Source: an optimization exercise on an open RTL-to-GDS flow (aim: small area, a short achievable clock period and few clock cycles per item). Production flows keep margins and buffers that such runs may drop.
The RTL was checked by simulation tests, not by an equivalence proof against the original design.
Power and IR drop assume default switching activity.

==> design/flow/design.v <==
`default_nettype none
module mem_responder #(
  parameter int DEPTH   = 64,
  parameter int LATENCY = 2
) (
  input  logic             clk,
  input  logic             rst,
  input  logic             req_valid,
  output logic             req_ready,
  input  logic             req_we,
  input  logic [31:0]      req_addr,
  input  logic [31:0]      req_wdata,
  output logic             resp_valid,
  input  logic             resp_ready,
  output logic [31:0]      resp_rdata,
  output logic             resp_err,
  output logic             busy
);
  localparam int AW = $clog2(DEPTH);
  typedef enum logic [1:0] {
    S_IDLE = 2'd0,
    S_WAIT = 2'd1,
    S_RESP = 2'd2
  } state_t;
  state_t      r_state;
  state_t      w_next_state;
  logic [3:0]  r_cnt;
  logic        r_we;
  logic [31:0] r_addr;
  logic [31:0] r_wdata;
  logic        r_req_ready;
  logic        r_resp_valid;
  logic        r_resp_err;
  logic        r_busy;
  logic [31:0] r_resp_rdata;
  logic [31:0] r_mem [DEPTH];
  logic          w_accept;
  logic          w_commit;
  logic          w_cur_we;
  logic [31:0]   w_cur_addr;
  logic [31:0]   w_cur_wdata;
  logic [AW-1:0] w_idx;
  logic          w_err;
  assign w_accept = req_valid & r_req_ready;
  assign w_cur_we    = (r_state == S_IDLE) ? req_we    : r_we;
  assign w_cur_addr  = (r_state == S_IDLE) ? req_addr  : r_addr;
  assign w_cur_wdata = (r_state == S_IDLE) ? req_wdata : r_wdata;
  assign w_idx       = w_cur_addr[AW+1:2];
  logic w_unused_upper;
  assign w_unused_upper = ^w_cur_addr[31:AW+2];
  assign w_err          = (w_cur_addr[1:0] != 2'b00);
  always_comb begin
    w_next_state = r_state;
    unique case (r_state)
      S_IDLE: begin
        if (w_accept) begin
          if (LATENCY == 0) w_next_state = S_RESP;
          else              w_next_state = S_WAIT;
        end
      end
      S_WAIT: if (r_cnt == 4'd1) w_next_state = S_RESP;
      S_RESP: if (resp_ready) w_next_state = S_IDLE;
      default: w_next_state = S_IDLE;
    endcase
  end
  assign w_commit = (w_next_state == S_RESP) && (r_state != S_RESP);
  always_ff @(posedge clk) begin
    if (rst) begin
      r_state      <= S_IDLE;
      r_cnt        <= 4'd0;
      r_we         <= 1'b0;
      r_addr       <= 32'd0;
      r_wdata      <= 32'd0;
      r_req_ready  <= 1'b0;
      r_resp_valid <= 1'b0;
      r_resp_err   <= 1'b0;
      r_resp_rdata <= 32'd0;
      r_busy       <= 1'b0;
    end else begin
      r_state      <= w_next_state;
      r_req_ready  <= (w_next_state == S_IDLE);
      r_resp_valid <= (w_next_state == S_RESP);
      r_busy       <= (w_next_state != S_IDLE);
      if (w_accept) begin
        r_we    <= req_we;
        r_addr  <= req_addr;
        r_wdata <= req_wdata;
        r_cnt   <= 4'(LATENCY);
      end else if (r_state == S_WAIT) begin
        r_cnt <= r_cnt - 4'd1;
      end
      if (w_commit) begin
        r_resp_err   <= w_err;
        r_resp_rdata <= (!w_cur_we && !w_err) ? r_mem[w_idx] : 32'd0;
      end else if (w_next_state != S_RESP) begin
        r_resp_err   <= 1'b0;
        r_resp_rdata <= 32'd0;
      end
    end
  end
  always_ff @(posedge clk) begin
    if (!rst && w_commit && w_cur_we && !w_err) begin
      r_mem[w_idx] <= w_cur_wdata;
    end
  end
  assign req_ready  = r_req_ready;
  assign resp_valid = r_resp_valid;
  assign resp_rdata = r_resp_rdata;
  assign resp_err   = r_resp_err;
  assign busy       = r_busy;
endmodule
`default_nettype wire
==> design/flow/run.sh <==
#!/bin/bash
# synth_recipe.tcl (not shown) runs the flow's synth.tcl, then flattens the netlist and writes it again
# the make line also repeats each setting of config.mk as NAME=value (left out here)
make -C /OpenROAD-flow-scripts/flow DESIGN_CONFIG=/design/flow/config.mk WORK_HOME=/design/flow/orfs CLKGATE_MAP_FILE= SYNTH_SCRIPT=/design/flow/synth_recipe.tcl finish
==> design/flow/config.mk <==
export PLATFORM = sky130hd
export DESIGN_NAME = mem_responder
export DESIGN_NICKNAME = mem_responder
export VERILOG_FILES = /design/flow/design.v
export SDC_FILE = /design/flow/constraint.sdc
export NUM_CORES = 4
export LEC_CHECK = 0
export CAP_MARGIN = 20
export CORE_MARGIN = 2
export CORE_UTILIZATION = 40
export SLEW_MARGIN = 20
==> design/flow/constraint.sdc <==
create_clock -name core_clock -period 5.0 [get_ports {clk}]
set_input_delay 1.0000 -clock core_clock [delete_from_list [all_inputs] [get_ports {clk}]]
set_output_delay 1.0000 -clock core_clock [all_outputs]
set_load 0.01 [all_outputs]
==> results of run 1 <==
==> per-stage QoR <==
stage | power [mW] | std cells | setup WS (ns)
final | 37.94 | 8362 | 0.9800
after global routing | 38.75 | 8357 | 0.9293
after CTS | 37.94 | 8356 | 1.055
after detailed placement | 23.07 | 7978 | 0.1835
after global placement | 23.03 | 7977 | 0.1572
after floorplan | 21.65 | 5213 | 0.9806
==> cells in the final DEF (no fill, tap or decap), types with 11 or more instances in the layout <==
master / count
nor3_1: 108
clkbuf_1: 56
o22ai_1: 546
nand2_2: 37
edfxtp_1: 2048
nor2_1: 211
buf_4: 283
and2_1: 11
clkbuf_16: 205
a22o_1: 17
o22a_1: 14
buf_12: 84
nor2_4: 67
a211oi_1: 12
clkdlybuf4s50_1: 79
mux2i_1: 41
a22oi_1: 12
o221ai_1: 22
clkinv_2: 36
dfxtp_1: 83
a31oi_1: 142
clkinv_1: 38
o31ai_1: 12
nand2_1: 796
and3_1: 11
clkbuf_8: 13
bufinv_16: 13
nor4_1: 74
a32o_1: 29
a21oi_1: 283
a32oi_1: 21
o21ai_0: 25
nand3_1: 143
==> area by class of cell <==
class                      count  area [um^2]
multi-input combinational   2754        15330
sequential                  2131        63160
timing repair buffer         447         4602
clock inverter               104        957.2
fill                       16908       104300
tap                         2640         3303
antenna                        6        15.01
inverter                       6        22.52
clock buffer                 274         5519
==> worst max-delay path, cell delays in order <==
cell,delay [ns]
clkdlybuf4s50_1,0.77
nor2b_1,0.29
a22oi_4,0.58
buf_12,0.34
buf_4,0.23
o22ai_1,0.08
nor3_1,0.34
o21ai_0,0.20
a2111oi_0,0.55
buf_4,0.25
a22o_1,0.12
==> power groups by stage <==
stage / Sequential [mW] / Combinational [mW] / Clock, mW
floorplan: 20.2 / 1.41 / 0
global placement: 20.2 / 2.80 / 0
detailed placement: 20.2 / 2.84 / 0
CTS: 19.8 / 2.85 / 15.2
global route: 19.8 / 3.03 / 15.9
finish: 19.8 / 2.93 / 15.2
==> per-layer routing <==
| layer | vias up | share of wire | global-route usage |
|---|---|---|---|
| li1 | 21077 | - | - |
| met5 | - | 0.00020 | 0 |
| met2 | 3907 | 0.45 | 0.4313 |
| met3 | 828 | 0.12 | 0.06228 |
| met1 | 26601 | 0.36 | 0.3650 |
| met4 | 8 | 0.059 | 0.1338 |
==> path summary, 6_finish.rpt <==
path	start	to	slack, ns	cells past startpoint
setup / recovery	req_addr[3]	r_resp_rdata[24]	0.98	11
hold / removal	r_addr[0]	r_addr[0]	0.45	2
setup reg to reg	r_state[1]	r_resp_rdata[18]	1.06	11
hold reg to reg	r_addr[0]	r_addr[0]	0.45	2
==> logic make-up (layout without fill, tap and decap cells) <==
family	after synthesis	after routing	share of synthesized area
DFF	2131	2131	0.7964
and+or+nand+nor	1498	1498	0.08002
AOI/OAI and AO/OA	1204	1204	0.09740
buffers and inverters	328	831	0.01948
muxes	47	47	0.006042
xor gates and xnor gates	3	3	0.0003314
adders and majority gates	2	2	0.0003155
other	0	6	0
==> sequential cells by signal (all words and copies together) (netlist names) <==
name	flops
r_resp_valid	1
r_req_ready	1
r_we	1
r_mem	2048
r_wdata	32
r_resp_err	1
r_resp_rdata	32
r_state	2
r_addr	8
r_cnt	4
r_busy	1
==> metrics.yaml, run 1 <==
status: "finished clean"
synth-async-reset-ratio: 0
drc: 0
firstDrtPassIters: 8
synth_common_cells: "edfxtp_1, nand2_1, o22ai_1"
fp.dieH_um: 449.3
grt_max_degree: 65
avgSynthCellArea_um2: 15.21
required_ns: 5.78
critPathLaunchType: "input pin"
netlist-cell-type-count: 77
portBuffers: 80
crit_arrival_ns: 4.80
synth.ff_latch_count: 2131
p_int_mw: 29.00
ant_nets: 0
cts_inserted_buffers: 200
via_per_inst: 6.269
setup_viol: 0
drive_gt1_frac: 0.1398
p_leak_nw: 29.79
htree_num_levels: 4
drt_iter0_drc: 8840
yosys.cell_count.top_type: "edfxtp_1"
synth_warnings: 1
slew_violations: 0
core_area_mm2: 0.1972
pin_count: 105
post_drt_wl_per_cell_um: 34.19
grt_pass1_vias: 49263
syn-num-nets: 5284
fmaxAchievable_ghz: 0.2488
post_cts_resize_count: 0
skew_ns: 0.05055
finish.net_count: 5611
grt.overflow.total: 0
syn_area_mm2: 0.07931
fin_area_mm2: 0.09291
dp_hpwl_mm: 163.8
synth_edf_count: 2048
cts_sinks: 2131
ys_seq_area_frac: 0.7964
cap_violations: 0
pwr-share-clk: 0.400
grt_usage: 0.2760
yosysTopAreaCell: "edfxtp_1"
drt_wl_total_mm: 285.9
vias: 52421
synth_ff_type: "edfxtp_1"
synthCells: 5213
whs_ns: 0.4519
path_class: "in -> reg"
post_cts_buffers: 0
die_area_mm2: 0.2018
slew_headroom: 0.1997
switching_share: 0.2356
postCtsHoldBufs: 0
die_w_um: 449.3
pwr-share-seq: 0.523
p_sw_mw: 8.940
clkTransAtPathRegs_ns: 0.06
place_area_mm2: 0.08640
antenna_found_initial: 7
place.gp.congestion: 0.8814
hold_path.class: "reg -> reg"
powerDensity_mw_per_mm2: 408.3
cts_tree: "built"
cts-root-buf: "clkbuf_16"
comb_power_share: 0.077
post-route-util: 0.4711
cp_max_fo: 29
min_period_ns: 4.020
layout-area-overhead-vs-synth_pct: 17.15
synth_top_area_frac: 0.7755
start_util: 0.4021
finalHoldViolations: 0
ys_top_cells_by_area: "edfxtp_1, o22ai_1, nand2_1"
rsz0062_at_grt: "false"
tightest_slew_ns: 1.200
worst_skew_pair.late_latency_ns: 0.88
tns_ns: 0
cp-end-kind: "flip-flop"
max-clock-path-buffers: 3
std_cell_rows: 163
ir_drop_mv: 0.3578
period_share: 0.8040
grt_pass1_wl_mm: 392.0
Testbench counts, summed over its fixed seeds: cycles 8,192, items 2,048.
==> run 2, diff against run 1 <==
==> design/flow/design.v (replaced) <==
`default_nettype none
module mem_responder #(
  parameter int DEPTH   = 64,
  parameter int LATENCY = 2
) (
  input  logic             clk,
  input  logic             rst,
  input  logic             req_valid,
  output logic             req_ready,
  input  logic             req_we,
  input  logic [31:0]      req_addr,
  input  logic [31:0]      req_wdata,
  output logic             resp_valid,
  input  logic             resp_ready,
  output logic [31:0]      resp_rdata,
  output logic             resp_err,
  output logic             busy
);
  localparam int AW = $clog2(DEPTH);
  logic [31:0]   r_mem [DEPTH];
  logic          a_v;
  logic          a_st;       
  logic          a_ld;       
  logic          a_err;
  logic [AW-1:0] a_idx;
  logic [31:0]   a_wd;
  logic          b_v;
  logic          s_ld;
  logic          s_err;
  logic [AW-1:0] s_idx;
  logic          o_v;
  logic          o_err;
  logic [31:0]   o_rd;
  logic          r_rdy;
  logic          r_busy;
  logic          w_acc;
  logic          w_ofree;
  logic          w_oload;
  logic          w_aexec;
  logic          w_av_n;
  logic          w_bv_n;
  logic          w_ov_n;
  logic          w_in_err;
  logic          w_in_ld;
  logic          w_in_st;
  logic [AW-1:0] w_in_idx;
  logic          w_unused;
  assign w_acc    = req_valid & r_rdy;
  assign w_ofree  = ~o_v | resp_ready;
  assign w_oload  = w_ofree & (b_v | a_v);
  assign w_aexec  = a_v & ~b_v;
  assign w_av_n   = w_acc | (a_v & b_v);
  assign w_bv_n   = (b_v | a_v) & ~w_ofree;
  assign w_ov_n   = w_oload | (o_v & ~resp_ready);
  assign w_in_err = (req_addr[1:0] != 2'b00);
  assign w_in_ld  = ~req_we & ~w_in_err;
  assign w_in_st  = req_we & ~w_in_err;
  assign w_in_idx = req_addr[AW+1:2];
  assign w_unused = ^{req_addr[31:AW+2], LATENCY[0]};
  always_ff @(posedge clk) begin
    if (rst) begin
      a_v    <= 1'b0;
      b_v    <= 1'b0;
      o_v    <= 1'b0;
      r_rdy  <= 1'b1;
      r_busy <= 1'b0;
    end else begin
      a_v    <= w_av_n;
      b_v    <= w_bv_n;
      o_v    <= w_ov_n;
      r_rdy  <= ~(w_av_n & w_bv_n);
      r_busy <= w_av_n | w_bv_n | w_ov_n;
    end
  end
  always_ff @(posedge clk) begin
    if (w_acc) begin
      a_st  <= w_in_st;
      a_ld  <= w_in_ld;
      a_err <= w_in_err;
      a_idx <= w_in_idx;
      a_wd  <= req_wdata;
    end
    if (!w_bv_n) begin
      if (w_acc) begin
        s_ld  <= w_in_ld;
        s_err <= w_in_err;
        s_idx <= w_in_idx;
      end else if (a_v && b_v) begin
        s_ld  <= a_ld;
        s_err <= a_err;
        s_idx <= a_idx;
      end
    end
    if (w_oload) begin
      o_err <= s_err;
      o_rd  <= s_ld ? r_mem[s_idx] : 32'd0;
    end
  end
  always_ff @(posedge clk) begin
    if (w_aexec && a_st) begin
      r_mem[a_idx] <= a_wd;
    end
  end
  assign req_ready  = r_rdy;
  assign resp_valid = o_v;
  assign resp_rdata = o_rd;
  assign resp_err   = o_err;
  assign busy       = r_busy;
endmodule
`default_nettype wire
==> run 2 against run 1 <==
Non-clock buffer count down 178. Worst setup slack better by 0.35 ns. Critical path depth is 5 lower. Largest cell class unchanged. Largest power group unchanged.
==> metrics.yaml, run 2 <==
cts_tree: "built"
slew_violations: 0
largest_register_ffs: 2048
netlist-cell-type-count: 54
critPathLaunchType: "flip-flop"
worst_slack_ns: 1.326
avgSynthCellArea_um2: 23.41
seqCellArea_mm2: 0.06406
firstDrtPassIters: 5
die_area_mm2: 0.2071
min_period_ns: 3.674
synth.ff_latch_count: 2135
layout-area-overhead-vs-synth_pct: 14.56
r2r_start: "s_idx[0]"
r2r_cells: 6
antenna_cells: 0
drt_wl_total_mm: 206.8
tns_ns: 0
num-fill-cells: 16446
grt.overflow.total: 0
antenna_found_initial: 6
crit_arrival_ns: 4.20
whs_endpoint: "o_err"
p_leak_nw: 28.97
slew_headroom: 0.1954
synthCells: 3476
yosysTopAreaCell: "edfxtp_1"
worst_skew_pair.late_latency_ns: 0.84
fp.dieH_um: 455.1
status: "finished clean"
setup_viol: 0
cts_inserted_buffers: 213
synth_ff_type: "edfxtp_1"
yosys.cell_count.top_type: "edfxtp_1"
worstHoldPathCells: 0
crit_path_start: "s_idx[0]"
syn-num-nets: 3545
grt_max_degree: 93
path_class: "reg -> reg"
top_register: "r_mem"
ir_drop_mv: 0.4152
vias: 37986
grt_usage: 0.2001
min_from: "s_err"
postCtsHoldBufs: 0
cts_sinks: 2135
worst_r2r_endpoint: "o_rd[30]"
ys_top_cells_by_area: "edfxtp_1, mux4_2, mux2i_1"
pin_count: 105
finish.net_count: 3847
clkTransAtPathRegs_ns: 0.06
cts-root-buf: "clkbuf_16"
top_regs: "r_mem: 2048 flops, a_wd: 32 flops, o_rd: 32 flops"
portBuffers: 80
ys_seq_area_frac: 0.7871
grt_pass1_vias: 38761
required_ns: 5.53
p_total_mw: 37.24
synth_edf_count: 2130
final_cell_mix: "edfxtp_1, mux4_2, clkbuf_16"
whs_ns: 0.4354
ant_nets: 0
cp_max_fo: 27
synth-async-reset-ratio: 0
drt_iter0_drc: 4824
std_cell_rows: 165
start_util: 0.4027
grt_pass1_wl_mm: 292.6
r2r_slack_ns: 1.33
post-route-util: 0.4613
via_per_inst: 5.740
cap_violations: 0
post_cts_resize_count: 0
htree_num_levels: 4
max-clock-path-buffers: 3
synth_warnings: 1
syn_area_mm2: 0.08139
finalHoldViolations: 0
place.gp.congestion: 0.7742
core_area_mm2: 0.2021
tightest_slew_ns: 1.206
dp_hpwl_mm: 118.7
period_share: 0.7348
drc: 0
cp-end-kind: "flip-flop"
post_drt_wl_per_cell_um: 31.24
synth_common_cells: "edfxtp_1, mux4_2, nand2_1"
drive_gt1_frac: 0.2808
post_cts_buffers: 0
skew_ns: 0.03222
hold_path.class: "reg -> reg"
powerDensity_mw_per_mm2: 399.4
die_w_um: 455.1
multiInputGateArea_mm2: 0.01672
fmaxAchievable_ghz: 0.2722
final_common_cell: "edfxtp_1"
pre_cts_ws_ns: 1.340
synth_top_area_frac: 0.7859
rsz0062_at_grt: "false"
[run 2: changes by cell type in the layout (fill, tap and decap cells not counted), sizes merged, moves of 82 or more]
cell    change
nand3     -126
nor3      -105
o22ai     -522
mux4      +542
a21oi     -269
buf       -179
mux2i      +89
nor2      -174
a31oi     -133
edfxtp     +82
nand2     -702
[run 2: cells by family after synthesis]
| family | Yosys count | share of synthesized area |
|---|---|---|
| buffers and inverters | 187 | 0.01365 |
| flip-flops | 2135 | 0.7871 |
| multiplexers | 699 | 0.1699 |
| AND/OR/NAND/NOR | 306 | 0.01591 |
| AO/OA/AOI/OAI | 149 | 0.01347 |
[run 2: stage by stage]
stage               cell area [um^2]  instances
finish                         93240       6618
global route                   93240       6618
CTS                            93230       6618
detailed placement             86620       6235
global placement               86620       6235
floorplan                      81390       3476
[run 2: worst max-delay path by stage]
stage / depth (start not counted) / to / slack [ns]
after floorplan: 4 / r_mem[16][0] / 2.07
after global placement: 7 / o_rd[26] / 1.32
after detailed placement: 6 / o_rd[6] / 1.34
after CTS: 6 / o_rd[30] / 1.34
after global routing: 6 / o_rd[28] / 1.14
final: 6 / o_rd[30] / 1.33
[run 2: per-layer routing]
metal	share of wire	up-vias	track usage
met5	0.000063	-	0
met4	0.017	2	0.04170
met3	0.077	235	0.04128
met2	0.49	1490	0.3247
met1	0.42	20821	0.2816
li1	-	15438	-
[run 2: cell type report]
cell class / instances / area share
inverters: 5 / 0.0002952
well taps: 2672 / 0.03586
clock buffers: 267 / 0.06071
repair buffers: 269 / 0.02649
clock inverters: 116 / 0.01023
multi-input cells: 1154 / 0.1793
flip-flops and latches: 2135 / 0.6871
[run 2: power by group]
| group | internal [mW] | leakage, nW | switching (mW) | total, mW |
|---|---|---|---|---|
| Combinational | 0.863 | 6.51 | 1.32 | 2.18 |
| Sequential | 19.8 | 19.2 | 0.0407 | 19.8 |
| Clock | 8.68 | 3.23 | 6.56 | 15.2 |
[run 2: critical path: stages (launching register included)]
cell and delay (ns):
edfxtp_1 0.91, buf_12 0.35, buf_12 0.24, mux4_1 0.58, mux4_2 0.46, o211ai_1 0.59
nand2_1 0.20
Testbench counts of run 2, summed over its fixed seeds: cycles 2,064, items 2,048.
==> run 3, diff against run 2 <==
--- a/design/flow/design.v
+++ b/design/flow/design.v
@@ -94,5 +94,14 @@
     if (w_oload) begin
       o_err <= s_err;
-      o_rd  <= s_ld ? r_mem[s_idx] : 32'd0;
+      o_rd  <= w_rd;
+    end
+  end
+  logic [DEPTH-1:0] w_sel;
+  logic [31:0]      w_rd;
+  always_comb begin
+    w_rd = 32'd0;
+    for (int i = 0; i < DEPTH; i++) begin
+      w_sel[i] = s_ld & (s_idx == AW'(i));
+      w_rd     = w_rd | ({32{w_sel[i]}} & r_mem[i]);
     end
   end
--- a/design/flow/config.mk
+++ b/design/flow/config.mk
@@ -8,4 +8,6 @@
 export CAP_MARGIN = 20
 export CORE_MARGIN = 2
-export CORE_UTILIZATION = 40
+export CORE_UTILIZATION = 60
+export SETUP_SLACK_MARGIN = 2.4
 export SLEW_MARGIN = 20
+export TNS_END_PERCENT = 100
==> run 3 against run 2 <==
Still clean. Clock skew is 0.0087 ns higher. Utilization grew 29 points. Highest routed layer unchanged. Critical endpoint is now o_rd[12]. Hold slack lost 0.0058 ns. Global-route usage is 29 points higher. Via count rose by 40%.
==> metrics.yaml, run 3 <==
status: "finished clean"
synth_top_area_frac: 0.8267
top_regs: "r_mem: 2048 flops, a_wd: 32 flops, o_rd: 32 flops"
critPathLaunchType: "flip-flop"
cp_max_fo: 8
pre_cts_ws_ns: 0.7059
fmaxAchievable_ghz: 0.3004
hold_path.class: "reg -> reg"
slew_violations: 0
crit_arrival_ns: 3.97
synth-async-reset-ratio: 0
netlist-cell-type-count: 64
min_from: "s_err"
tns_ns: 0
ant_nets: 0
post-route-util: 0.7507
ys_top_cells_by_area: "edfxtp_1, a22oi_1, a22o_1"
htree_num_levels: 4
std_cell_rows: 131
cp-end-kind: "flip-flop"
cts_sinks: 2135
layout-area-overhead-vs-synth_pct: 23.89
worst_r2r_endpoint: "o_rd[12]"
final_cell_mix: "edfxtp_1, a22oi_1, buf_4"
clkTransAtPathRegs_ns: 0.06
setup_viol: 0
drt_iter0_drc: 12955
place.gp.congestion: 0.9486
powerDensity_mw_per_mm2: 380.9
r2r_slack_ns: 1.67
finish.net_count: 4969
ir_drop_mv: 0.4346
yosysTopAreaCell: "edfxtp_1"
grt_max_degree: 65
max-clock-path-buffers: 3
worst_skew_pair.late_latency_ns: 0.86
path_class: "reg -> reg"
cp_common_cell: "buf_4"
multiInputGateArea_mm2: 0.01490
finalHoldViolations: 0
cts-root-buf: "clkbuf_16"
r2r_cells: 9
postCtsHoldBufs: 0
syn-num-nets: 4230
path_delay_family: "simple AND/OR/NAND/NOR gates"
r2r_start: "s_idx[1]"
syn_area_mm2: 0.07737
routed-wl-met3_mm: 61.72
cts_tree: "built"
drt_wl_total_mm: 326.7
final_common_cell: "edfxtp_1"
drive_gt1_frac: 0.2658
synth_common_cells: "edfxtp_1, a22oi_1, clkbuf_1"
die_w_um: 363.1
cap_violations: 0
cts_inserted_buffers: 206
crit_path_start: "s_idx[1]"
place_area_mm2: 0.08335
final_cells: 6744
via_per_inst: 7.870
critical-path-slowest-cell: "nor2b_4"
critical-path-max-stage-delay_ns: 0.63
portBuffers: 80
critical_path_depth: 9
path_cells: "buf_12, buf_4, buf_4, nor2b_4, nand2_2, o21ai_0, nor4_4, and4_1, nand4_1"
firstDrtPassIters: 10
synthCells: 4161
rsz0062_at_grt: "true"
seqCellArea_mm2: 0.06406
min_period_ns: 3.329
grt_usage: 0.4925
p_total_mw: 36.52
worst_slack_ns: 1.671
synth.ff_latch_count: 2135
dr_wl_met2_mm: 133.5
start_util: 0.6060
whs_ns: 0.4296
wl_met1_mm: 102.0
ys_seq_area_frac: 0.8280
avgSynthCellArea_um2: 18.59
die_area_mm2: 0.1318
num-fill-cells: 7325
core_area_mm2: 0.1277
synth_warnings: 1
dp_hpwl_mm: 177.6
largest_register_ffs: 2048
maxUsedRoutingLayer: "met5"
top_register: "r_mem"
synth_ff_type: "edfxtp_1"
place.detailed.instances: 5983
drc: 0
endpoint: "o_rd[12]"
antenna_found_initial: 17
skew_ns: 0.04094
fp.dieH_um: 363.1
synth_edf_count: 2130
grt_pass1_vias: 48550
slew_headroom: 0.06960
yosys.cell_count.top_type: "edfxtp_1"
required_ns: 5.64
vias: 53077
tightest_slew_ns: 1.389
grt.overflow.total: 0
grt_pass1_wl_mm: 424.0
critPathBufInv: 3
p_leak_nw: 30.98
post_drt_wl_per_cell_um: 48.45
period_share: 0.6658
pin_count: 105
fin_area_mm2: 0.09586
-- run 3: cell types whose count changed after synthesis, sizes merged, moves of 48 or more --
cell	previous run	this run
clkbuf	51	178
a221oi	4	52
buf	131	65
mux2i	132	36
nor2	104	155
mux4	542	0
nand4	2	113
a22o	0	107
a22oi	4	739
-- run 3: worst reg2reg max path, stage by stage, from the launching register on --
cell and delay (ns):
edfxtp_1 0.41, buf_12 0.18, buf_4 0.16, buf_4 0.17, nor2b_4 0.64, nand2_2 0.55, o21ai_0 0.46, nor4_4 0.12
and4_1 0.23, nand4_1 0.23
-- run 3: repair_timing --
item                                    in CTS  in global routing
cloned                                      16                  6
pin swaps                                  142                104
endpoints found under the setup margin    2066                253
buffers inserted                           272                 76
resized for setup                          411                135
-- run 3: cells by family after synthesis --
logic type | Yosys count | synth area share
buffers and inverters | 245 | 0.01287
and+or+nand+nor | 611 | 0.04185
DFF | 2135 | 0.8280
AOI/OAI and AO/OA | 1121 | 0.1107
muxes | 49 | 0.006550
-- run 3: layout make-up --
class / count / share of cell area
Sequential cell: 2135 / 0.6683
Multi-Input combinational cell: 1790 / 0.1555
Timing Repair Buffer: 764 / 0.08727
Clock buffer: 248 / 0.05587
Tap cell: 1662 / 0.02169
Clock inverter: 128 / 0.01085
Antenna cell: 14 / 0.0003655
Inverter: 2 / 0.0001175
Timing Repair inverter: 1 / 0.00005221
-- run 3: worst min-delay path by stage --
stage | slack, ns | endpoint | cells past startpoint
5_1_grt | 0.45 | o_err | 0
3_5_place_dp | 0.42 | o_err | 0
2_1_floorplan | 0.40 | o_err | 0
4_1_cts | 0.44 | o_err | 0
3_3_place_gp | 0.41 | o_err | 0
6_report | 0.43 | o_err | 0
-- run 3: power breakdown --
part           leakage (nW)  switching, mW  internal, mW
Sequential             19.2         0.0299          19.8
Combinational          8.59           1.15         0.526
Clock                  3.15           6.66          8.38
-- run 3: per-layer routing --
| layer | up-vias | GRT usage |
|---|---|---|
| met3 | 1533 | 0.2030 |
| met2 | 6371 | 0.6718 |
| met1 | 26041 | 0.6447 |
| met4 | 18 | 0.3449 |
| met5 | - | 0 |
| li1 | 19114 | - |
Testbench counts of run 3, summed over its fixed seeds: cycles 2,064, items 2,048.
==> run 4, diff against run 3 <==
--- a/design/flow/design.v
+++ b/design/flow/design.v
@@ -100,9 +100,27 @@
   logic [31:0]      w_rd;
   always_comb begin
-    w_rd = 32'd0;
-    for (int i = 0; i < DEPTH; i++) begin
-      w_sel[i] = s_ld & (s_idx == AW'(i));
-      w_rd     = w_rd | ({32{w_sel[i]}} & r_mem[i]);
+    for (int i = 0; i < DEPTH; i++) w_sel[i] = s_ld & (s_idx == AW'(i));
+  end
+  for (genvar b = 0; b < 32; b++) begin : g_rd
+    logic [21:0] l1;    
+    logic [5:0]  l2;    
+    logic [2:0]  l3;    
+    for (genvar k = 0; k < 21; k++) begin : g_l1
+      mr_aoi222 u_aoi (
+        .a0(w_sel[3*k]),   .b0(r_mem[3*k][b]),
+        .a1(w_sel[3*k+1]), .b1(r_mem[3*k+1][b]),
+        .a2(w_sel[3*k+2]), .b2(r_mem[3*k+2][b]),
+        .y(l1[k])
+      );
     end
+    mr_nand2 u_last (.a(w_sel[63]), .b(r_mem[63][b]), .y(l1[21]));
+    for (genvar k = 0; k < 5; k++) begin : g_l2
+      mr_nand4 u_n4 (.a(l1[4*k]), .b(l1[4*k+1]), .c(l1[4*k+2]), .d(l1[4*k+3]), .y(l2[k]));
+    end
+    mr_nand2 u_n2 (.a(l1[20]), .b(l1[21]), .y(l2[5]));
+    for (genvar k = 0; k < 3; k++) begin : g_l3
+      mr_nor2 u_o (.a(l2[2*k]), .b(l2[2*k+1]), .y(l3[k]));
+    end
+    mr_nand3 u_f (.a(l3[0]), .b(l3[1]), .c(l3[2]), .y(w_rd[b]));
   end
   always_ff @(posedge clk) begin
@@ -117,3 +135,33 @@
   assign busy       = r_busy;
 endmodule
+module mr_aoi222 (
+  input  logic a0, b0, a1, b1, a2, b2,
+  output logic y
+);
+  assign y = ~((a0 & b0) | (a1 & b1) | (a2 & b2));
+endmodule
+module mr_nand2 (
+  input  logic a, b,
+  output logic y
+);
+  assign y = ~(a & b);
+endmodule
+module mr_nand4 (
+  input  logic a, b, c, d,
+  output logic y
+);
+  assign y = ~(a & b & c & d);
+endmodule
+module mr_nor2 (
+  input  logic a, b,
+  output logic y
+);
+  assign y = ~(a | b);
+endmodule
+module mr_nand3 (
+  input  logic a, b, c,
+  output logic y
+);
+  assign y = ~(a & b & c);
+endmodule
 `default_nettype wire
--- a/design/flow/config.mk
+++ b/design/flow/config.mk
@@ -11,3 +11,4 @@
 export SETUP_SLACK_MARGIN = 2.4
 export SLEW_MARGIN = 20
+export SYNTH_HIERARCHICAL = 1
 export TNS_END_PERCENT = 100
==> run 4 against run 3 <==
Still clean. Critical path depth grew 2. Cell count fell by 14%. Synthesized cell count shrank 19%. First-iteration DRC count decreased by 23%. Non-clock buffer count is 289 lower. Largest cell class unchanged.
==> metrics.yaml, run 4 <==
die_area_mm2: 0.1257
core_area_mm2: 0.1219
top_regs: "r_mem: 2048 flops, a_wd: 32 flops, o_rd: 32 flops"
cap_violations: 0
synth-async-reset-ratio: 0
post_drt_wl_per_cell_um: 39.05
critPathLaunchType: "flip-flop"
antenna_found_initial: 5
ys_seq_area_frac: 0.8686
period_share: 0.6225
syn_area_mm2: 0.07376
layout-area-overhead-vs-synth_pct: 20.71
ir_drop_mv: 0.3822
powerDensity_mw_per_mm2: 398.5
largest_register_ffs: 2048
grt_max_degree: 65
hold_path.class: "reg -> reg"
synthCells: 3381
crit_arrival_ns: 3.66
drive_gt1_frac: 0.2245
yosysTopAreaCell: "edfxtp_1"
tns_ns: 0
synth_common_cells: "edfxtp_1, a222oi_1, nor2_1"
ant_nets: 0
final_common_cell: "edfxtp_1"
slew_violations: 0
start_util: 0.6052
portBuffers: 80
cp-end-kind: "flip-flop"
synth_edf_count: 2130
worst_slack_ns: 1.887
synth_ff_type: "edfxtp_1"
grt_pass1_wl_mm: 306.8
place.gp.congestion: 0.8315
skew_ns: 0.02399
status: "finished clean"
rsz0062_at_grt: "true"
finalHoldViolations: 0
p_leak_nw: 28.72
drt_iter0_drc: 9962
synth_warnings: 7
htree_num_levels: 4
postCtsHoldBufs: 0
avgSynthCellArea_um2: 21.81
pre_cts_ws_ns: 1.150
cts_tree: "built"
final_cell_mix: "edfxtp_1, a222oi_1, buf_4"
drc: 0
tightest_slew_ns: 1.005
grt.overflow.total: 0
dp_hpwl_mm: 108.1
cts_sinks: 2135
die_w_um: 354.6
ys_top_cells_by_area: "edfxtp_1, a222oi_1, nand4_1"
cts_inserted_buffers: 200
netlist-cell-type-count: 33
max-clock-path-buffers: 3
drt_wl_total_mm: 227.7
firstDrtPassIters: 10
path_class: "reg -> reg"
cp_max_fo: 6
required_ns: 5.55
synth.ff_latch_count: 2135
syn-num-nets: 3450
num-fill-cells: 7023
clkTransAtPathRegs_ns: 0.07
yosys.cell_count.top_type: "edfxtp_1"
std_cell_rows: 128
synth_top_area_frac: 0.8672
worst_skew_pair.late_latency_ns: 0.84
slew_headroom: 0.3297
pin_count: 105
vias: 42744
setup_viol: 0
via_per_inst: 7.330
min_period_ns: 3.113
cts-root-buf: "clkbuf_16"
fp.dieH_um: 354.6
top_register: "r_mem"
grt_usage: 0.3567
finish.net_count: 4105
grt_pass1_vias: 40156
fmaxAchievable_ghz: 0.3213
run 4: cell types whose count changed after synthesis, moves of 44 or more:
| cell | change |
|---|---|
| a22oi_1 | -739 |
| a221oi_1 | -52 |
| a21oi_1 | -49 |
| nand2_1 | -44 |
| a22o_1 | -106 |
| nand4_1 | +48 |
| clkbuf_1 | -158 |
| a222oi_1 | +636 |
run 4: modules after synthesis (local to each module, per instance):
module | copies in the design | cell area (um^2) | flops+latches | cells
mr_nand2 | 64 | 3.754 | 0 | 1
mr_aoi222 | 672 | 10.01 | 0 | 1
mr_nand3 | 32 | 5.005 | 0 | 1
mr_nand4 | 160 | 6.256 | 0 | 1
mr_nor2 | 96 | 3.754 | 0 | 1
mem_responder | 1 | 65270 | 2135 | 2357
run 4: cell families after synthesis:
logic type             share of synthesized area
muxes                                   0.001221
DFF                                       0.8686
AOI/OAI and AO/OA                        0.09189
and+or+nand+nor                          0.03649
buffers and inverters                   0.001832
run 4: cell type report:
class | instances | area, um^2 | share of cell area
Antenna cell | 1 | 2.502 | 0.00002811
Clock buffer | 260 | 5441 | 0.06112
Clock inverter | 111 | 752.0 | 0.008446
Inverter | 3 | 13.76 | 0.0001546
Multi-Input combinational cell | 1221 | 11500 | 0.1292
Sequential cell | 2135 | 64060 | 0.7196
Tap cell | 1625 | 2033 | 0.02284
Timing Repair Buffer | 475 | 5221 | 0.05865
run 4: path summary, 6_finish.rpt:
path | start | endpoint | slack [ns] | depth (start not counted)
worst max-delay path | s_ld | o_rd[17] | 1.89 | 11
worst min-delay path | s_err | o_err | 0.44 | 0
worst max register to register | s_ld | o_rd[17] | 1.89 | 11
worst min register to register | s_err | o_err | 0.44 | 0
run 4: critical path: stages (launching register included):
cell and delay (ns):
edfxtp_1 0.43, nand3b_1 0.18, buf_6 0.13, buf_12 0.12, nor2_4 0.07, clkbuf_16 0.17, buf_12 0.13, buf_4 0.14
a222oi_1 0.41, nand4_1 0.55, nor2_4 0.34, nand3_2 0.14
run 4: through the flow:
stage / total power, mW / util / area [um^2] / hold slack, ns / std cells
2_1_floorplan: 20.59 / - / 74470 / 0.4003 / 3381
3_3_place_gp: 21.15 / 0.6460 / 78730 / 0.4137 / 5227
3_5_place_dp: 21.19 / 0.6460 / 78730 / 0.4139 / 5227
4_1_cts: 35.48 / 0.7230 / 88120 / 0.4406 / 5774
5_1_grt: 36.30 / 0.7305 / 89030 / 0.4593 / 5830
6_report: 35.48 / 0.7305 / 89030 / 0.4376 / 5831
run 4: where the power goes:
part           switching [mW]  internal, mW
clock network            6.34          8.06
registers              0.0492          19.8
logic                   0.908         0.341
total                    7.30          28.2
run 4: layer usage:
layer / vias up / share of wire / routed length, um / global-route usage
li1: 17065 / - / - / -
met2: 3470 / 0.47 / 107100 / 0.5570
met5: - / 0 / 0 / 0
met3: 445 / 0.14 / 31740 / 0.07645
met1: 21764 / 0.35 / 79450 / 0.5024
met4: 0 / 0.041 / 9402 / 0.1379
run 4: timing repair:
| item | 4_1_cts | 5_1_grt |
|---|---|---|
| pin swaps | 189 | 131 |
| gates resized for setup | 370 | 74 |
| gates cloned | 31 | 6 |
| endpoints found under the setup margin | 829 | 705 |
| buffers inserted | 145 | 49 |
Testbench counts of run 4, summed over its fixed seeds: cycles 2,064, items 2,048.
==> run 5, diff against run 4 <==
--- a/design/flow/design.v
+++ b/design/flow/design.v
@@ -26,7 +26,6 @@
   logic [31:0]   a_wd;
   logic          b_v;
-  logic          s_ld;
+  logic [DEPTH-1:0] s_sel;    
   logic          s_err;
-  logic [AW-1:0] s_idx;
   logic          o_v;
   logic          o_err;
@@ -45,4 +44,6 @@
   logic          w_in_st;
   logic [AW-1:0] w_in_idx;
+  logic [DEPTH-1:0] w_in_sel;
+  logic [DEPTH-1:0] w_a_sel;
   logic          w_unused;
   assign w_acc    = req_valid & r_rdy;
@@ -57,4 +58,10 @@
   assign w_in_st  = req_we & ~w_in_err;
   assign w_in_idx = req_addr[AW+1:2];
+  always_comb begin
+    for (int i = 0; i < DEPTH; i++) begin
+      w_in_sel[i] = w_in_ld & (w_in_idx == AW'(i));
+      w_a_sel[i]  = a_ld & (a_idx == AW'(i));
+    end
+  end
   assign w_unused = ^{req_addr[31:AW+2], LATENCY[0]};
   always_ff @(posedge clk) begin
@@ -83,11 +90,9 @@
     if (!w_bv_n) begin
       if (w_acc) begin
-        s_ld  <= w_in_ld;
+        s_sel <= w_in_sel;
         s_err <= w_in_err;
-        s_idx <= w_in_idx;
       end else if (a_v && b_v) begin
-        s_ld  <= a_ld;
+        s_sel <= w_a_sel;
         s_err <= a_err;
-        s_idx <= a_idx;
       end
     end
@@ -99,7 +104,5 @@
   logic [DEPTH-1:0] w_sel;
   logic [31:0]      w_rd;
-  always_comb begin
-    for (int i = 0; i < DEPTH; i++) w_sel[i] = s_ld & (s_idx == AW'(i));
-  end
+  assign w_sel = s_sel;
   for (genvar b = 0; b < 32; b++) begin : g_rd
     logic [21:0] l1;    
==> run 5 against run 4 <==
Clock power is 4% higher. Combinational power is 34% higher. Hold slack lost 0.0046 ns. Critical path depth is 7 lower. Cell count is 0.57% lower. Largest power group unchanged.
==> metrics.yaml, run 5 <==
status: "finished clean"
std_cell_rows: 130
die_area_mm2: 0.1287
finish.net_count: 4054
slew_violations: 0
post_drt_wl_per_cell_um: 37.46
p_int_mw: 29.31
worst_r2r_endpoint: "r_mem[9][3]"
cap_violations: 0
setup_viol: 0
vias: 42104
postCtsHoldBufs: 0
worstHoldPathCells: 0
htree_num_levels: 4
maxUsedRoutingLayer: "met5"
pwr-share-seq: 0.549
grt_pass1_wl_mm: 293.7
routed-wl-met3_mm: 28.50
dr_wl_met2_mm: 102.4
r2r_slack_ns: 2.17
die_w_um: 358.8
yosys.cell_count.top_type: "edfxtp_1"
critPathLaunchType: "flip-flop"
largest_register_ffs: 2048
place.gp.congestion: 0.9161
cp_max_fo: 19
min_from: "s_err"
worst_skew_pair.late_latency_ns: 0.83
fmaxAchievable_ghz: 0.3528
p_sw_mw: 7.756
grt_usage: 0.3319
period_share: 0.5668
slew_headroom: 0.2547
ir_drop_mv: 0.3881
ys_seq_area_frac: 0.8709
finalHoldViolations: 0
synth_warnings: 7
top_regs: "r_mem: 2048 flops, s_sel: 64 flops"
top_register: "r_mem"
netlist-cell-type-count: 33
synth_edf_count: 2187
switching_share: 0.2092
synth_common_cells: "edfxtp_1, a222oi_1, nor2_1"
comb_power_share: 0.045
whs_endpoint: "o_err"
cts_tree: "built"
required_ns: 5.46
tns_ns: 0
ant_nets: 0
synth.ff_latch_count: 2192
grt_pass1_vias: 39967
firstDrtPassIters: 9
ys_top_cells_by_area: "edfxtp_1, a222oi_1, nand4_1"
drt_iter0_drc: 8919
r2r_cells: 4
pwr-share-clk: 0.406
start_util: 0.6030
tightest_slew_ns: 1.118
yosysTopAreaCell: "edfxtp_1"
cts_sinks: 2192
r2r_start: "a_idx[0]"
layout-area-overhead-vs-synth_pct: 16.22
p_leak_nw: 26.90
path_class: "reg -> reg"
cp-end-kind: "flip-flop"
dp_hpwl_mm: 112.4
fp.dieH_um: 358.8
syn-num-nets: 3525
core_area_mm2: 0.1252
pin_count: 105
final_cell_mix: "edfxtp_1, a222oi_1, clkbuf_16"
crit_arrival_ns: 3.29
synthCells: 3456
grt_max_degree: 65
skew_ns: 0.02597
clkTransAtPathRegs_ns: 0.06
cts_inserted_buffers: 204
powerDensity_mw_per_mm2: 422.3
synth_ff_type: "edfxtp_1"
synth_top_area_frac: 0.8695
final_common_cell: "edfxtp_1"
cts-root-buf: "clkbuf_16"
portBuffers: 80
drt_wl_total_mm: 217.2
drive_gt1_frac: 0.1583
syn_area_mm2: 0.07553
max-clock-path-buffers: 3
min_period_ns: 2.834
antenna_found_initial: 16
avgSynthCellArea_um2: 21.85
p_total_mw: 37.07
wl_met1_mm: 78.17
drc: 0
rsz0062_at_grt: "true"
synth-async-reset-ratio: 0
via_per_inst: 7.262
hold_path.class: "reg -> reg"
grt.overflow.total: 0
[run 5: worst max-delay path by stage]
stage                         end      start  slack, ns
finish                r_mem[9][3]   a_idx[0]       2.17
global route          r_mem[9][3]   a_idx[0]       2.14
global placement        s_sel[38]  req_valid       1.74
floorplan                   s_err  req_valid       2.17
CTS                 r_mem[31][13]   a_idx[0]       2.01
detailed placement      s_sel[39]  req_valid       1.68
[run 5: repair_timing]
item,CTS,global route
endpoints found under the setup margin,594,855
gates cloned,5,10
setup buffers,20,54
endpoints found under the hold margin,0,0
resized for setup,67,56
pin swaps,15,34
[run 5: kinds of logic (layout without fill, tap and decap cells)]
family                     count (synthesis)  after routing  share of synthesized area
and+or+nand+nor                          506            521                    0.03308
other                                      0              5                          0
DFF                                     2192           2192                     0.8709
muxes                                      1              1                  0.0001491
AOI/OAI and AO/OA                        739            739                    0.09473
adders and majority gates                  1              1                  0.0001325
buffers and inverters                     17            689                   0.001060
[run 5: final cells by class]
cell class	count	area, um^2
flip-flops and latches	2192	65770
clock inverters	102	929.6
clock buffers	262	5512
diodes	5	12.51
fillers	7764	37470
multi-input cells	1262	10520
repair buffers	323	2940
well taps	1650	2064
inverters	2	23.77
[run 5: power groups by stage]
| stage | clock [mW] | combinational, mW | sequential [mW] |
|---|---|---|---|
| 2_1_floorplan | 0 | 0.466 | 21.0 |
| 3_3_place_gp | 0 | 1.57 | 20.7 |
| 3_5_place_dp | 0 | 1.61 | 20.7 |
| 4_1_cts | 15.2 | 1.61 | 20.4 |
| 5_1_grt | 15.9 | 1.72 | 20.3 |
| 6_report | 15.0 | 1.68 | 20.4 |
[run 5: modules after synthesis (local to each module, per instance)]
| module | cell area [um^2] | cells |
|---|---|---|
| mr_nor2 | 3.754 | 1 |
| mr_nand2 | 3.754 | 1 |
| mr_aoi222 | 10.01 | 1 |
| mr_nand4 | 6.256 | 1 |
| mr_nand3 | 5.005 | 1 |
| mem_responder | 67040 | 2432 |
[run 5: routing by layer]
layer / vias up / track usage
li1: 17136 / -
met1: 21410 / 0.4596
met2: 3132 / 0.5175
met3: 412 / 0.07985
met4: 14 / 0.1312
met5: - / 0
[run 5: per-stage QoR]
step	setup slack [ns]	cell area (um^2)	std cells	hold WS, ns	utilization
2_1_floorplan	2.170	75630	3456	0.4003	-
3_3_place_gp	1.735	80070	5331	0.4101	0.6393
3_5_place_dp	1.684	80230	5337	0.4164	0.6406
4_1_cts	2.006	86920	5726	0.4305	0.6940
5_1_grt	2.139	87760	5793	0.4443	0.7007
6_report	2.166	87780	5798	0.4329	0.7008
[run 5: critical path, cell delays in order (launching register included)]
cell and delay (ns):
edfxtp_1 0.55, and4b_1 0.34, nand2_1 0.62, nor2_4 0.49, buf_4 0.45
Testbench counts of run 5, summed over its fixed seeds: cycles 2,064, items 2,048.
==> run 6, diff against run 5 <==
--- a/design/flow/design.v
+++ b/design/flow/design.v
@@ -23,5 +23,5 @@
   logic          a_ld;       
   logic          a_err;
-  logic [AW-1:0] a_idx;
+  logic [DEPTH-1:0] a_oh;   
   logic [31:0]   a_wd;
   logic          b_v;
@@ -45,5 +45,7 @@
   logic [AW-1:0] w_in_idx;
   logic [DEPTH-1:0] w_in_sel;
+  logic [DEPTH-1:0] w_in_oh;
   logic [DEPTH-1:0] w_a_sel;
+  logic          w_wr;
   logic          w_unused;
   assign w_acc    = req_valid & r_rdy;
@@ -51,4 +53,5 @@
   assign w_oload  = w_ofree & (b_v | a_v);
   assign w_aexec  = a_v & ~b_v;
+  assign w_wr     = w_aexec & a_st;
   assign w_av_n   = w_acc | (a_v & b_v);
   assign w_bv_n   = (b_v | a_v) & ~w_ofree;
@@ -60,6 +63,7 @@
   always_comb begin
     for (int i = 0; i < DEPTH; i++) begin
-      w_in_sel[i] = w_in_ld & (w_in_idx == AW'(i));
-      w_a_sel[i]  = a_ld & (a_idx == AW'(i));
+      w_in_oh[i]  = (w_in_idx == AW'(i));
+      w_in_sel[i] = w_in_ld & w_in_oh[i];
+      w_a_sel[i]  = a_ld & a_oh[i];
     end
   end
@@ -85,5 +89,5 @@
       a_ld  <= w_in_ld;
       a_err <= w_in_err;
-      a_idx <= w_in_idx;
+      a_oh  <= w_in_oh;
       a_wd  <= req_wdata;
     end
@@ -128,6 +132,6 @@
   end
   always_ff @(posedge clk) begin
-    if (w_aexec && a_st) begin
-      r_mem[a_idx] <= a_wd;
+    for (int i = 0; i < DEPTH; i++) begin
+      if (w_wr && a_oh[i]) r_mem[i] <= a_wd;
     end
   end
==> run 6 against run 5 <==
Sequential power up 5%. Maximum frequency up 0.18%. Wire length down 0.17%. Sequential share of layout area up 1.4 points. Largest cell class unchanged.
==> metrics.yaml, run 6 <==
status: "finished clean"
fp.dieH_um: 364.0
clkTransAtPathRegs_ns: 0.06
critPathLaunchType: "flip-flop"
setup_viol: 0
post_drt_wl_per_cell_um: 36.57
std_cell_rows: 132
top_register: "r_mem"
min_period_ns: 2.829
synth.ff_latch_count: 2250
vias: 42109
yosys.cell_count.top_type: "edfxtp_1"
synth_warnings: 9
fmaxAchievable_ghz: 0.3535
powerDensity_mw_per_mm2: 437.9
dp_hpwl_mm: 111.8
pwr-share-clk: 0.388
ir_drop_mv: 0.4104
r2r_cells: 3
layout-area-overhead-vs-synth_pct: 13.71
p_int_mw: 30.21
p_leak_nw: 27.18
synth_common_cells: "edfxtp_1, a222oi_1, nor2_1"
postCtsHoldBufs: 0
num-fill-cells: 8067
rsz0062_at_grt: "true"
htree_num_levels: 4
final_common_cell: "edfxtp_1"
tns_ns: 0
grt_pass1_vias: 40513
slew_violations: 0
slew_headroom: 0.2556
synth_top_area_frac: 0.8669
place_area_mm2: 0.08153
antenna_found_initial: 18
portBuffers: 80
cap_violations: 0
r2r_start: "a_v"
worstHoldPathCells: 0
tightest_slew_ns: 1.117
synth-async-reset-ratio: 0
yosysTopAreaCell: "edfxtp_1"
switching_share: 0.2198
grt_usage: 0.3252
crit_path_start: "a_v"
grt.overflow.total: 0
synth_edf_count: 2245
crit_arrival_ns: 3.28
finalHoldViolations: 0
place.gp.congestion: 0.8489
netlist-cell-type-count: 28
grt_max_degree: 105
p_sw_mw: 8.513
drc: 0
start_util: 0.6029
min_from: "s_err"
hold_path.class: "reg -> reg"
pin_count: 105
fin_area_mm2: 0.08843
finish.net_count: 4079
cp_max_fo: 32
drt_wl_total_mm: 216.8
p_total_mw: 38.72
drive_gt1_frac: 0.1365
required_ns: 5.45
ant_nets: 0
avgSynthCellArea_um2: 21.54
drt_iter0_drc: 8175
ys_seq_area_frac: 0.8682
cts_inserted_buffers: 209
syn_area_mm2: 0.07776
max-clock-path-buffers: 3
die_area_mm2: 0.1325
die_w_um: 364.0
via_per_inst: 7.102
worst_skew_pair.late_latency_ns: 0.83
core_area_mm2: 0.1290
comb_power_share: 0.060
final_cell_mix: "edfxtp_1, a222oi_1, clkbuf_16"
period_share: 0.5658
cts_tree: "built"
cp-end-kind: "flip-flop"
ys_top_cells_by_area: "edfxtp_1, a222oi_1, nand4_1"
skew_ns: 0.02462
synthCells: 3611
syn-num-nets: 3680
grt_pass1_wl_mm: 296.5
pwr-share-seq: 0.552
synth_ff_type: "edfxtp_1"
cts_sinks: 2250
firstDrtPassIters: 10
top_regs: "r_mem: 2048 flops, a_oh: 64 flops, s_sel: 64 flops"
largest_register_ffs: 2048
cts-root-buf: "clkbuf_16"
path_class: "reg -> reg"
run 6: changes by cell type after synthesis, sizes merged, moves of 8 or more:
cell,previous run,this run
nand2,93,141
edfxtp,2187,2245
o22ai,64,0
clkbuf,7,20
o21ai,1,65
nand3,52,38
nor2b,13,5
and2,0,64
run 6: layout make-up:
type / instances / area (um^2) / share of cell area
sequential: 2250 / 67520 / 0.7635
inverter: 2 / 23.77 / 0.0002688
tap: 1742 / 2180 / 0.02465
clock inverter: 118 / 947.2 / 0.01071
antenna: 5 / 12.51 / 0.0001415
multi-input combinational: 1336 / 10490 / 0.1186
timing repair buffer: 211 / 1780 / 0.02013
clock buffer: 265 / 5483 / 0.06200
run 6: worst paths after layout:
check	end	slack, ns
max reg2reg	r_mem[4][19]	2.17
max	r_mem[4][19]	2.17
min	o_err	0.42
min reg2reg	o_err	0.42
run 6: layer usage:
layer	wire (um)	up-vias	GRT usage
li1	-	17306	-
met1	79110	21492	0.4557
met2	101300	2934	0.5018
met3	28190	365	0.08227
met4	8137	12	0.1219
met5	76	-	0
run 6: logic make-up after synthesis:
kind of cell,Yosys count,share of synthesized area
compound gates,740,0.09235
fa+ha+maj,1,0.0001287
buf+inv,30,0.002140
flops,2250,0.8682
mux,1,0.0001448
simple gates,589,0.03704
run 6: worst max-delay path: stages, from the launching register on:
cell     delay, ns
dfxtp_1       0.45
nand2_1       0.42
nor2_4        0.58
and2_2        0.96
run 6: metrics by stage:
stage / hold slack, ns / setup slack, ns / cells / utilization
2_1_floorplan: 0.4003 / 2.053 / 3611 / -
5_1_grt: 0.4262 / 2.179 / 5927 / 0.6855
4_1_cts: 0.4184 / 2.206 / 5917 / 0.6840
3_5_place_dp: 0.4054 / 1.322 / 5508 / 0.6321
6_report: 0.4232 / 2.171 / 5929 / 0.6856
3_3_place_gp: 0.4066 / 1.331 / 5507 / 0.6319
run 6: power by group through the flow:
stage	clock network, mW	registers, mW	logic, mW
4_1_cts	15.1	21.4	2.27
3_3_place_gp	0	21.8	2.14
6_report	15.0	21.4	2.34
3_5_place_dp	0	21.8	2.19
5_1_grt	15.9	21.4	2.42
2_1_floorplan	0	22.1	0.751
run 6: timing repair:
item | 4_1_cts | 5_1_grt
endpoints found under the setup margin | 2171 | 1271
gates cloned | 3 | 2
pin swaps | 11 | 23
gates resized for setup | 143 | 33
buffers inserted | 23 | 3
endpoints found under the hold margin | 0 | 0
run 6: per-module statistics from Yosys (local to each module, per instance):
module | flip-flops and latches | area, um^2 | times used | cells
mem_responder | 2250 | 69280 | 1 | 2587
mr_aoi222 | 0 | 10.01 | 672 | 1
mr_nand4 | 0 | 6.256 | 160 | 1
mr_nand3 | 0 | 5.005 | 32 | 1
mr_nand2 | 0 | 3.754 | 64 | 1
mr_nor2 | 0 | 3.754 | 96 | 1
Testbench counts of run 6, summed over its fixed seeds: cycles 2,064, items 2,048.
==> run 7, diff against run 6 <==
--- a/design/flow/config.mk
+++ b/design/flow/config.mk
@@ -9,4 +9,7 @@
 export CORE_MARGIN = 2
 export CORE_UTILIZATION = 60
+export CTS_BUF_LIST = sky130_fd_sc_hd__clkbuf_8
+export CTS_CLUSTER_DIAMETER = 50
+export CTS_CLUSTER_SIZE = 16
 export SETUP_SLACK_MARGIN = 2.4
 export SLEW_MARGIN = 20
==> run 7 against run 6 <==
Sequential power is essentially flat. Count of clock-buffer cells in the layout shrank 80. Non-clock buffer count grew 4.
==> metrics.yaml, run 7 <==
place.detailed.instances: 5508
critical-path-max-stage-delay_ns: 0.56
grt_pass1_vias: 39897
status: "finished clean"
grt-busiest-layer: "met2"
slew_headroom: 0.2518
fp.dieH_um: 364.0
die_area_mm2: 0.1325
cts_sinks: 2250
num-fill-cells: 8359
synth_common_cells: "edfxtp_1, a222oi_1, nor2_1"
clkTransAtPathRegs_ns: 0.09
r2r_slack_ns: 2.30
post_drt_wl_per_cell_um: 37.41
syn_area_mm2: 0.07776
skew_ns: 0.04745
yosysTopAreaCell: "edfxtp_1"
start_util: 0.6029
tns_ns: 0
syn-num-nets: 3680
critPathLaunchType: "flip-flop"
drt_iter0_drc: 8445
critical-path-slowest-cell: "edfxtp_1"
drt_wl_total_mm: 218.1
met3_usage: 0.08506
place.gp.congestion: 0.8489
slew_violations: 0
drc: 0
synth_edf_count: 2245
worst_slack_ns: 2.271
grt_pass1_wl_mm: 297.8
r2r_cells: 5
finalHoldViolations: 0
core_area_mm2: 0.1290
synth_top_area_frac: 0.8669
htree_num_levels: 4
p_leak_nw: 25.80
cp-end-kind: "primary output"
final_common_cell: "edfxtp_1"
via_per_inst: 7.189
critPathBufInv: 1
dp_hpwl_mm: 111.8
path_cells: "buf_2"
crit_arrival_ns: 1.73
top_register: "r_mem"
pre_cts_ws_ns: 1.322
grt_util_met2: 0.5056
ir_drop_mv: 0.3250
path_delay_family: "flip-flops"
drive_gt1_frac: 0.1387
period_share: 0.5457
min_from: "s_err"
worst_r2r_endpoint: "o_rd[14]"
top_regs: "r_mem: 2048 flops, a_oh: 64 flops, s_sel: 64 flops"
place_area_mm2: 0.08153
whs_endpoint: "o_err"
cts_inserted_buffers: 174
largest_register_ffs: 2048
worstHoldPathCells: 0
cts_tree: "built"
ys_top_cells_by_area: "edfxtp_1, a222oi_1, nand4_1"
pin_count: 105
worst_skew_pair.late_latency_ns: 0.96
hold_path.class: "reg -> reg"
min_period_ns: 2.729
fmaxAchievable_ghz: 0.3665
tightest_slew_ns: 1.122
powerDensity_mw_per_mm2: 390.6
synth-async-reset-ratio: 0
setup_viol: 0
die_w_um: 364.0
synthCells: 3611
synth_ff_type: "edfxtp_1"
required_ns: 4.00
vias: 41905
p_total_mw: 33.30
std_cell_rows: 132
post-route-util: 0.6611
yosys.cell_count.top_type: "edfxtp_1"
netlist-cell-type-count: 28
grt_usage: 0.3281
max-clock-path-buffers: 3
firstDrtPassIters: 10
synth_warnings: 9
ant_nets: 0
cap_violations: 0
met1_usage: 0.4616
finish.net_count: 4060
rsz0062_at_grt: "true"
layout-area-overhead-vs-synth_pct: 9.654
fin_area_mm2: 0.08527
final_cell_mix: "edfxtp_1, a222oi_1, clkbuf_8"
grt_max_degree: 105
cp_max_fo: 1
portBuffers: 80
whs_ns: 0.4248
ys_seq_area_frac: 0.8682
cts-root-buf: "clkbuf_8"
grt.overflow.total: 0
r2r_start: "s_sel[33]"
path_class: "reg -> out"
avgSynthCellArea_um2: 21.54
synth.ff_latch_count: 2250
antenna_found_initial: 14
final_cells: 5829
run 7: cell counts after synthesis:
Identical to the previous run, type by type.
run 7: worst max-delay path by stage:
stage | startpoint | to | slack [ns] | cells past startpoint
floorplan | req_valid | s_err | 2.05 | 4
detailed placement | req_valid | s_sel[33] | 1.32 | 6
global route | o_err | resp_err | 2.20 | 1
finish | o_err | resp_err | 2.27 | 1
CTS | o_rd[16] | resp_rdata[16] | 2.23 | 1
global placement | req_valid | s_sel[59] | 1.33 | 6
run 7: power by group:
part	internal [mW]	switching, mW	leakage (nW)	total (mW)
Combinational	0.587	1.75	3.65	2.34
Sequential	21.2	0.151	20.5	21.3
Clock	3.86	5.76	1.69	9.62
Total	25.6	7.67	25.8	33.3
run 7: Yosys stat by module (local to each module, per instance):
module | cells | times used
mem_responder | 2587 | 1
mr_nor2 | 1 | 96
mr_nand2 | 1 | 64
mr_nand4 | 1 | 160
mr_nand3 | 1 | 32
mr_aoi222 | 1 | 672
run 7: area by class of cell:
type,instances,area (um^2),share of cell area
clock buffers,185,2546,0.02986
inverters,2,23.77,0.0002788
multi-input cells,1348,10600,0.1243
well taps,1742,2180,0.02556
clock inverters,81,648.1,0.007601
diodes,6,15.01,0.0001761
repair buffers,215,1745,0.02047
flip-flops and latches,2250,67520,0.7918
run 7: layer usage:
layer	wire, um	vias to the layer above
met3	29130	368
met4	8230	8
met1	79810	21410
met5	39	-
met2	100900	3002
li1	-	17117
run 7: timing repair:
item                                    4_1_cts  5_1_grt
hold buffers                                  0        0
hold endpoints to repair                      0        0
endpoints found under the setup margin     2140      636
pin swaps                                    24       17
cloned                                       16        1
buffers inserted                             26        4
resized for setup                           250       22
run 7: cells by family after synthesis:
group | share of synthesized area
multiplexers | 0.0001448
AO/OA/AOI/OAI | 0.09235
flip-flops | 0.8682
AND/OR/NAND/NOR | 0.03704
buffers and inverters | 0.002140
adder cells (fa/ha/maj) | 0.0001287

## afterwards: timing with drivers on the ports
Ports are ideal in the flow. The routed layouts listed here were re-timed in OpenROAD.
Step 1, drivers: a clkbuf_16 drives clk and a buf_2 each remaining input, both assumed.
Step 2, shift: input delay + t, output delay - t, t = (earliest + latest rising clock arrival at the registers) / 2. This alone moves slack from input paths to output paths.
Slacks: ideal ports / drivers / drivers and shift; pairs: ideal ports / drivers.
| run | t, ns | slack for setup (ns) | slew at the worst register clock pin (ns) | cell pins on the clock port's net |
|---|---|---|---|---|
| run 1 | 0.946 | 0.980 / 1.040 / 0.094 | 0.07 / 0.07 | 1 |
| run 2 | 0.904 | 1.326 / 1.326 / 1.326 | 0.07 / 0.07 | 1 |
| run 3 | 0.910 | 1.671 / 1.671 / 1.536 | 0.07 / 0.07 | 1 |
| run 4 | 0.901 | 1.887 / 1.887 / 1.706 | 0.07 / 0.07 | 1 |
| run 5 | 0.889 | 2.166 / 2.166 / 1.664 | 0.07 / 0.07 | 1 |
| run 6 | 0.901 | 2.171 / 2.171 / 1.672 | 0.07 / 0.07 | 1 |
| run 7 | 1.013 | 2.271 / 2.193 / 1.645 | 0.11 / 0.11 | 1 |
After both steps every run listed still meets setup and hold. The setup slack of run 1, which loses most, moves by +0.060 ns with the drivers and by -0.886 ns with both steps.
